This design comes from an exercise in tuning for small area on the open sky130 flow, not from production work.
Where RTL was checked, it was by simulation tests only, not by an equivalence proof against the original.
Power and IR drop assume default switching activity.

## pipeline_cpu
module pipeline_cpu (
  input  logic        clk,
  input  logic        nrst,
  input  logic [31:0] inst,
  input  logic [31:0] data_in,
  output logic [31:0] inst_addr,
  output logic [31:0] data_addr,
  output logic [31:0] data_out,
  output logic        data_wr
);
  logic [3:0]  t;               
  logic        clr;             
  logic [29:0] pc;              
  logic [31:0] a_sr;            
  logic [31:0] d_sr;            
  logic        cy;              
  logic        zf;              
  logic        wen;             
  logic [4:0]  wrd;
  logic        wld;             
  logic        wlt;             
  logic [31*32-1:0] rf;         
  logic [63:0]      rnext;      
  logic [5:0] op;
  logic [6:0] funct;
  logic       is_r, is_beq, is_bne, is_addi, is_slti, is_lw, is_sw;
  logic       use_imm, inv, pass, writes, is_lt;
  logic [4:0] rs1, rs2;
  logic [15:0] imm16;
  logic [1:0] imm_d;
  assign op      = inst[5:0];
  assign funct   = inst[31:25];
  assign is_r    = op == cpu_pkg::op_rtype;
  assign is_beq  = op == cpu_pkg::op_beq;
  assign is_bne  = op == cpu_pkg::op_bne;
  assign is_addi = op == cpu_pkg::op_addi;
  assign is_slti = op == cpu_pkg::op_slti;
  ...
export LEC_CHECK = 0
export ABC_AREA = 1
export CAP_MARGIN = 20
export CORE_MARGIN = 2
export CORE_UTILIZATION = 70
export SLEW_MARGIN = 20
create_clock -name core_clock -period 10.0 [get_ports {clk}]
standard.sh (not shown) runs the stock make flow with config.mk's settings and CLKGATE_MAP_FILE= SYNTH_SCRIPT=/design/flow/synth_recipe.tcl, a recipe that flattens the netlist after the stock synthesis.
==> flow/flow/run.sh <==
#!/bin/bash
# Standard ORFS layout with small port buffers and a clock tree without dummy loads.
set -euo pipefail
here=$(cd "$(dirname "${BASH_SOURCE[0]}")" && pwd)
source "$here/knobs.sh"
bash standard.sh > standard_flow.log 2>&1
==> flow/flow/knobs.sh <==
export BUFFER_PORTS_ARGS="-buffer_cell sky130_fd_sc_hd__buf_1"
export CTS_ARGS="-sink_clustering_enable -repair_clock_nets -dont_use_dummy_load -buf_list sky130_fd_sc_hd__clkbuf_8 -sink_clustering_size 20"
The starting point completed without violations.
Next try:
==> flow/run.sh (new file) <==
#!/bin/bash
# synth_recipe.tcl (not shown) runs the flow's synth.tcl, then flattens the netlist and writes it again
# the make line also repeats each setting of config.mk as NAME=value (left out here)
make -C /OpenROAD-flow-scripts/flow DESIGN_CONFIG=/design/flow/config.mk WORK_HOME=/design/flow/orfs CLKGATE_MAP_FILE= SYNTH_SCRIPT=/design/flow/synth_recipe.tcl finish
Settings changed: ABC_AREA 1 to not set, CORE_UTILIZATION 70 to 40.
removed: flow/flow/run.sh
removed: flow/flow/knobs.sh
removed: flow/standard.sh
What happened: Via count shrinks by 16%; sequential cell count stays the same; maximum frequency went down by 15%; setup slack got worse by 1.4 ns; combinational power is lower by 22%; non-clock buffer count goes up by 19; utilization is lower by 29 points; power goes up by 13%.

Another version of the RTL of pipeline_cpu (not shown whole).
Size: roughly 1100 flip-flops, ~160 I/O pins, about 26000 µm² of cells after synthesis.
clock: 10.0 ns
lec_check: 0
cap_margin: 20
core_margin: 2
core_utilization: 70
slew_margin: 20
==> flow/flow/run.sh <==
#!/bin/bash
# The standard layout with three changes: the synthesis maps logic with an
# area-oriented ABC script (flow/area.abc; registers are mapped before ABC and
# are untouched), ports get the smallest buffer, and the clock tree uses small
# buffers in large clusters without dummy loads (flow/knobs.sh).
set -euo pipefail
here=$(cd "$(dirname "${BASH_SOURCE[0]}")" && pwd)
work=$(pwd)
source "$here/knobs.sh"
cat > "$work/area_synth.tcl" <<EOT
proc abc {args} {
  set i [lsearch -exact \$args -script]
  if {\$i >= 0} {
    set args [lreplace \$args \$i [expr {\$i + 1}] -script $here/area.abc]
  }
  yosys abc {*}\$args
}
source $work/synth_recipe.tcl
EOT
bash standard.sh "SYNTH_SCRIPT=$work/area_synth.tcl" finish > standard_flow.log 2>&1
==> flow/flow/area.abc <==
strash
dc2
strash
dc2
&get -n
&dch -f
&nf
&put
==> flow/flow/knobs.sh <==
export BUFFER_PORTS_ARGS="-buffer_cell sky130_fd_sc_hd__buf_1"
export CTS_ARGS="-sink_clustering_enable -repair_clock_nets -dont_use_dummy_load -buf_list sky130_fd_sc_hd__clkbuf_8 -sink_clustering_size 18 -sink_clustering_max_diameter 60 -sink_buffer_max_cap_derate 1.0"
The starting point reached the layout checks and failed them: setup timing.
Then changed:
==> flow/flow/knobs.sh (replaced) <==
export BUFFER_PORTS_ARGS="-buffer_cell sky130_fd_sc_hd__buf_1"
export CTS_ARGS="-sink_clustering_enable -repair_clock_nets -dont_use_dummy_load -buf_list sky130_fd_sc_hd__clkbuf_4 -sink_clustering_size 10 -sink_clustering_max_diameter 50 -sink_buffer_max_cap_derate 1.0"
What happened:
- The changed run ran to the end with violations: setup timing
- clock power falls by about 6%
- synthesized area is unchanged
- count of clock-buffer cells in the layout is higher by 49
- final cell count is higher by about 1.7%
- sequential power barely changes
- total power decreases by 1.8%
- routed wire length came out lower by 4.2%
- global-route usage came out lower by 1.2 points
- core utilization came out lower by 0.47 points
- die area does not change
- cell area goes down by 0.57%
No run of this note included a check of the RTL's function; only the layout flow was run.

## static timing again, ports no longer ideal
Ports are ideal in the flow. The routed layouts listed here were re-timed in OpenROAD.
Step 1 (the two cells are an assumption about what drives the block):
set clk [get_ports {clk}]
set_driving_cell -lib_cell sky130_fd_sc_hd__clkbuf_16 $clk
set_driving_cell -lib_cell sky130_fd_sc_hd__buf_2 [delete_from_list [all_inputs] $clk]
Step 2 moves the port delays by t, midway between the first and last clock arrival at a register: inputs arrive t later, outputs are due t later. That takes back most of the time a late clock gives input paths.
a / b / c = no drivers / after step 1 / after step 2; a / b = the first two.
run | t (ns) | slack for setup (ns) | worst hold slack (ns)
the first run of note 1 | 0.756 | 2.311 / 2.343 / 1.588 | 0.237 / 0.237 / 0.237
the second run of note 1 | 0.689 | 0.952 / 0.979 / 0.290 | 0.305 / 0.305 / 0.305
the first run of note 2 | 0.692 | -0.154 / -0.129 / -0.821 | 0.264 / 0.264 / 0.264
the second run of note 2 | 0.871 | -0.015 / -0.015 / -0.885 | 0.227 / 0.227 / 0.227
For the second run of note 2, which loses most, drivers alone change the setup slack by 0.000 ns; drivers and shift together by -0.870 ns.
